From an optimization exercise on the open Yosys and OpenROAD flow, aimed at small area; shortcuts taken in it are not production practice. At most, simulation tests tie the RTL to the original design; equivalence was not proved. Power and IR drop assume default switching activity.

==> module rv_decode, before the edit <==
module rv_decode (
    input  logic        clk_i,
    input  logic        arst_n_i,
    input  logic        inst_valid_i,
    input  logic [31:0] inst_addr_i,
    input  logic [31:0] inst_i,
    output logic        we_o,        
    output logic        is_op_o,     
    output logic        is_u_o,      
    output logic        is_pc_o,     
    output logic [24:0] fld_o,       
    output logic [31:0] pc_o
);
    logic [6:0] opc;
    logic [2:0] f3;
    logic [6:0] f7;
    logic       f7_base, f7_alt;
    logic       ok;
    assign opc     = inst_i[6:0];
    assign f3      = inst_i[14:12];
    assign f7      = inst_i[31:25];
    assign f7_base = (f7 == 7'b0000000);
    assign f7_alt  = (f7 == 7'b0100000);
    always_comb begin
        case (opc)
            7'b0010011:   ok = (f3 == 3'b001) ? f7_base :
                               (f3 == 3'b101) ? (f7_base | f7_alt) : 1'b1;
            7'b0110011:   ok = f7_base | (f7_alt & (f3 == 3'b000 | f3 == 3'b101));
            7'b0110111:   ok = 1'b1;
            7'b0010111: ok = 1'b1;
            default:      ok = 1'b0;
        endcase
    end
    always_ff @(posedge clk_i or negedge arst_n_i) begin
        if (!arst_n_i) we_o <= 1'b0;
        else           we_o <= inst_valid_i & ok;
    end
    always_ff @(posedge clk_i) begin
        is_op_o <= opc[5] & opc[4] & ~opc[2];
        is_u_o  <= opc[2];
        is_pc_o <= ~opc[5];
        fld_o   <= inst_i[31:7];
        pc_o    <= inst_addr_i;
    end
endmodule
clock: 6.5 ns
lec_check: 0
cap_margin: 20
core_margin: 2
core_utilization: 55
cts_buf_list: sky130_fd_sc_hd__clkbuf_4
place_density: 0.7
slew_margin: 20
synth_hierarchical: 1
run.sh (not shown) runs the stock make flow with config.mk's settings and CLKGATE_MAP_FILE= SYNTH_SCRIPT=/design/flow/synth_recipe.tcl, a recipe that flattens the netlist after the stock synthesis.
Next try:
--- a/flow/design.v
+++ b/flow/design.v
@@ -92,23 +92,18 @@
             7'b0110011:   ok = f7_base | (f7_alt & (f3 == 3'b000 | f3 == 3'b101));
             7'b0110111:   ok = 1'b1;
             7'b0010111: ok = 1'b1;
             default:      ok = 1'b0;
         endcase
     end
-    always_ff @(posedge clk_i or negedge arst_n_i) begin
-        if (!arst_n_i) we_o <= 1'b0;
-        else           we_o <= inst_valid_i & ok;
-    end
-    always_ff @(posedge clk_i) begin
-        is_op_o <= opc[5] & opc[4] & ~opc[2];
-        is_u_o  <= opc[2];
-        is_pc_o <= ~opc[5];
-        fld_o   <= inst_i[31:7];
-        pc_o    <= inst_addr_i;
-    end
+    assign we_o    = inst_valid_i & ok;
+    assign is_op_o = opc[5] & opc[4] & ~opc[2];
+    assign is_u_o  = opc[2];
+    assign is_pc_o = ~opc[5];
+    assign fld_o   = inst_i[31:7];
+    assign pc_o    = inst_addr_i;
 endmodule
 `default_nettype wire
 `timescale 1ns/1ps
 `default_nettype none
 module rv_alu_gp (
     input  logic [31:0] a_i,
Now the flow finished with setup timing left.
Total power is lower by 2.6%.
Clock skew shrinks by 0.035 ns.
Worst setup slack got worse by 0.19 ns.
Routed wire length grows by 2.6%.
Die area is lower by 1.7%.
For the second run of this note, only the layout was checked, not whether the RTL still works.


rv_pipe, a different RTL version from the one above (not shown whole).
Size: roughly 3900 cells after synthesis, about 1100 flip-flops, roughly 110 I/O pins, about 46000 µm² of cells after synthesis.
==> module rv_rdhalf, before the edit <==
module rv_rdhalf (
    input  logic [3:0]                  hi_i,
    input  logic [7:0]                  lo_i,
    input  logic                        ext_s_i,
    input  logic                        fwd_s_i,
    input  logic [16*(32-1)-1:0] regs_i,    
    input  logic [15:0]                 ext_d_i,
    input  logic [15:0]                 fwd_d_i,
    output logic [15:0]                 data_o
);
    logic [32+1:1] sel;
    for (genvar r = 1; r < 32; r++) begin : g_sel
        assign sel[r] = hi_i[r/8] & lo_i[r%8];
    end
    assign sel[32]   = ext_s_i;
    assign sel[32+1] = fwd_s_i;
    for (genvar i = 0; i < 16; i++) begin : g_bit
        logic [32-1:1] col;
        for (genvar r = 1; r < 32; r++) begin : g_col
            assign col[r] = regs_i[(r-1)*16+i];
        end
        rv_sel33 u_sel (
            .d ({fwd_d_i[i], ext_d_i[i], col}),
            .s (sel),
            .y (data_o[i])
        );
    end
endmodule
==> module rv_regfile, before the edit <==
module rv_regfile (
    input  logic                        clk_i,
    input  logic                        arst_n_i,
    input  logic                        rd1_en_i,
    input  logic [5-1:0]   rd1_addr_i,
    input  logic                        rd1_ext_s_i,
    input  logic                        rd1_fwd_i,    
    input  logic [32-1:0]         rd1_ext_d_i,
    input  logic                        rd2_en_i,
    input  logic [5-1:0]   rd2_addr_i,
    input  logic                        rd2_ext_s_i,
    input  logic                        rd2_fwd_i,
    input  logic [32-1:0]         rd2_ext_d_i,
    input  logic                        clr_i,      
    input  logic [5-1:0]   clr_addr_i,  
    input  logic                        we_i,       
    input  logic [5-1:0]   waddr_i,
    input  logic [32-1:0]         wdata_i,
    output logic [32-1:0]         rd1_data_o,
    output logic [32-1:0]         rd2_data_o
);
    logic [32-1:0] regs [1:32-1];
    logic [32-1:1] clr, set;
    logic [3:0]             hi1, hi2;
    logic [7:0]             lo1, lo2;
    logic [16*(32-1)-1:0] half [0:1];
    for (genvar k = 0; k < 4; k++) begin : g_hi
        assign hi1[k] = rd1_en_i && rd1_addr_i[4:3] == k;
        assign hi2[k] = rd2_en_i && rd2_addr_i[4:3] == k;
    end
    for (genvar k = 0; k < 8; k++) begin : g_lo
        assign lo1[k] = rd1_addr_i[2:0] == k;
        assign lo2[k] = rd2_addr_i[2:0] == k;
    end
    for (genvar r = 1; r < 32; r++) begin : g_reg
        logic [32-1:0] nxt;
        assign clr[r] = !arst_n_i || (clr_i && clr_addr_i == r);
        assign set[r] = we_i && waddr_i == r && !clr[r];
        for (genvar i = 0; i < 32; i++) begin : g_b
            rv_rfbit u_b (.q (regs[r][i]), .c (!clr[r]), .s (set[r]), .w (wdata_i[i]),
                          .y (nxt[i]));
        end
        always_ff @(posedge clk_i) begin
            regs[r] <= nxt;
        end
        assign half[0][(r-1)*16 +: 16] = regs[r][15:0];
        assign half[1][(r-1)*16 +: 16] = regs[r][31:16];
    end
    for (genvar h = 0; h < 2; h++) begin : g_half
        rv_rdhalf u_rd1 (
            .hi_i    (hi1),
            .lo_i    (lo1),
            .ext_s_i (rd1_ext_s_i),
            .fwd_s_i (rd1_fwd_i),
            .regs_i  (half[h]),
            .ext_d_i (rd1_ext_d_i[16*h +: 16]),
            .fwd_d_i (wdata_i[16*h +: 16]),
            .data_o  (rd1_data_o[16*h +: 16])
        );
        rv_rdhalf u_rd2 (
            .hi_i    (hi2),
            .lo_i    (lo2),
            .ext_s_i (rd2_ext_s_i),
            .fwd_s_i (rd2_fwd_i),
            .regs_i  (half[h]),
            .ext_d_i (rd2_ext_d_i[16*h +: 16]),
            .fwd_d_i (wdata_i[16*h +: 16]),
            .data_o  (rd2_data_o[16*h +: 16])
        );
    end
endmodule
==> flow/config.mk <==
export PLATFORM = sky130hd
export DESIGN_NAME = rv_pipe
export DESIGN_NICKNAME = rv_pipe
export VERILOG_FILES = /design/flow/design.v
export SDC_FILE = /design/flow/constraint.sdc
export NUM_CORES = 8
export LEC_CHECK = 0
export CAP_MARGIN = 20
export CORE_MARGIN = 2
export CORE_UTILIZATION = 50
export PLACE_DENSITY = 0.65
export SETUP_SLACK_MARGIN = 0.2
export SLEW_MARGIN = 20
export SYNTH_HIERARCHICAL = 1
==> flow/constraint.sdc <==
create_clock -name core_clock -period 6.5 [get_ports {clk_i}]
set_input_delay 1.3000 -clock core_clock [delete_from_list [all_inputs] [get_ports {clk_i}]]
set_output_delay 1.3000 -clock core_clock [all_outputs]
set_load 0.01 [all_outputs]
standard.sh (not shown) runs the stock make flow with config.mk's settings and CLKGATE_MAP_FILE= SYNTH_SCRIPT=/design/flow/synth_recipe.tcl, a recipe that flattens the netlist after the stock synthesis.
==> flow/flow/run.sh <==
#!/bin/bash
# Layout: the standard ORFS flow (standard.sh) with two changes:
#  - clock tree: clkbuf_4 clock buffers, sink clusters of at most 9 within
#    40 um, and no dummy loads,
#  - port buffers: buf_1 instead of the default delay buffer.
# make's output goes to flow.log; ORFS writes each step's log under orfs/logs.
set -euo pipefail
bash standard.sh \
  "CTS_ARGS=-sink_clustering_enable -repair_clock_nets -dont_use_dummy_load -buf_list sky130_fd_sc_hd__clkbuf_4 -sink_clustering_size 9 -sink_clustering_max_diameter 40" \
  "BUFFER_PORTS_ARGS=-buffer_cell sky130_fd_sc_hd__buf_1" \
  finish > flow.log 2>&1
Then changed:
--- a/flow/design.v
+++ b/flow/design.v
@@ -10,4 +10,5 @@
     input  logic [3:0]                  hi_i,
     input  logic [7:0]                  lo_i,
+    input  logic [32-1:1]      vld_i,
     input  logic                        ext_s_i,
     input  logic                        fwd_s_i,
@@ -19,5 +20,5 @@
     logic [32+1:1] sel;
     for (genvar r = 1; r < 32; r++) begin : g_sel
-        assign sel[r] = hi_i[r/8] & lo_i[r%8];
+        assign sel[r] = hi_i[r/8] & lo_i[r%8] & vld_i[r];
     end
     assign sel[32]   = ext_s_i;
@@ -57,4 +58,5 @@
 );
     logic [32-1:0] regs [1:32-1];
+    logic [32-1:1] vld;
     logic [32-1:1] clr, set;
     logic [3:0]             hi1, hi2;
@@ -71,6 +73,10 @@
     for (genvar r = 1; r < 32; r++) begin : g_reg
         logic [32-1:0] nxt;
-        assign clr[r] = !arst_n_i || (clr_i && clr_addr_i == r);
+        assign clr[r] = clr_i && clr_addr_i == r;
         assign set[r] = we_i && waddr_i == r && !clr[r];
+        always_ff @(posedge clk_i or negedge arst_n_i) begin
+            if (!arst_n_i)   vld[r] <= 1'b0;
+            else if (clr[r]) vld[r] <= 1'b1;
+        end
         for (genvar i = 0; i < 32; i++) begin : g_b
             rv_rfbit u_b (.q (regs[r][i]), .c (!clr[r]), .s (set[r]), .w (wdata_i[i]),
@@ -87,4 +93,5 @@
             .hi_i    (hi1),
             .lo_i    (lo1),
+            .vld_i   (vld),
             .ext_s_i (rd1_ext_s_i),
             .fwd_s_i (rd1_fwd_i),
@@ -97,4 +104,5 @@
             .hi_i    (hi2),
             .lo_i    (lo2),
+            .vld_i   (vld),
             .ext_s_i (rd2_ext_s_i),
             .fwd_s_i (rd2_fwd_i),
Area after synthesis went up by 2.0%.
Die area rose by 2.0%.
Final cell count climbs by 2.1%.
Register-to-register slack loses 0.08 ns.
Clock-buffer cell count increases by 4.
Routed wire length shrinks by 1.2%.
Sequential power climbs by 3.6%.
Core utilization drops by 1.2 points.
Setup slack got worse by 0.080 ns.

re-timing with driven ports:
No port has a modelled driver above. Below, the same layouts with a new extraction and two added sets of constraints.
Step 1 (the two cells are an assumption about what drives the block):
set clk [get_ports {clk_i}]
set_driving_cell -lib_cell sky130_fd_sc_hd__clkbuf_16 $clk
set_driving_cell -lib_cell sky130_fd_sc_hd__buf_2 [delete_from_list [all_inputs] $clk]
Step 2 also shifts input and output timing later by t, the mid clock arrival at the registers, as if the neighbouring blocks saw the same clock.
Slacks: no drivers / after step 1 / after step 2; pairs: no drivers / after step 1.
| run | shift t [ns] | setup WS [ns] | worst setup path after step 2 | worst data-port slew with drivers (ns) |
|---|---|---|---|---|
| the first run of note 1 | 1.244 | 0.059 / 0.059 / 0.059 | register to register | 0.08 |
| the second run of note 1 | 1.198 | -0.133 / -0.094 / -1.292 | input to register | 0.08 |
| the first run of note 2 | 1.161 | 0.513 / 0.513 / 0.513 | register to register | 0.06 |
| the second run of note 2 | 1.213 | 0.433 / 0.433 / 0.433 | register to register | 0.04 |
For the second run of note 1, which loses most, drivers alone change the setup slack by +0.039 ns; drivers and shift together by -1.159 ns.
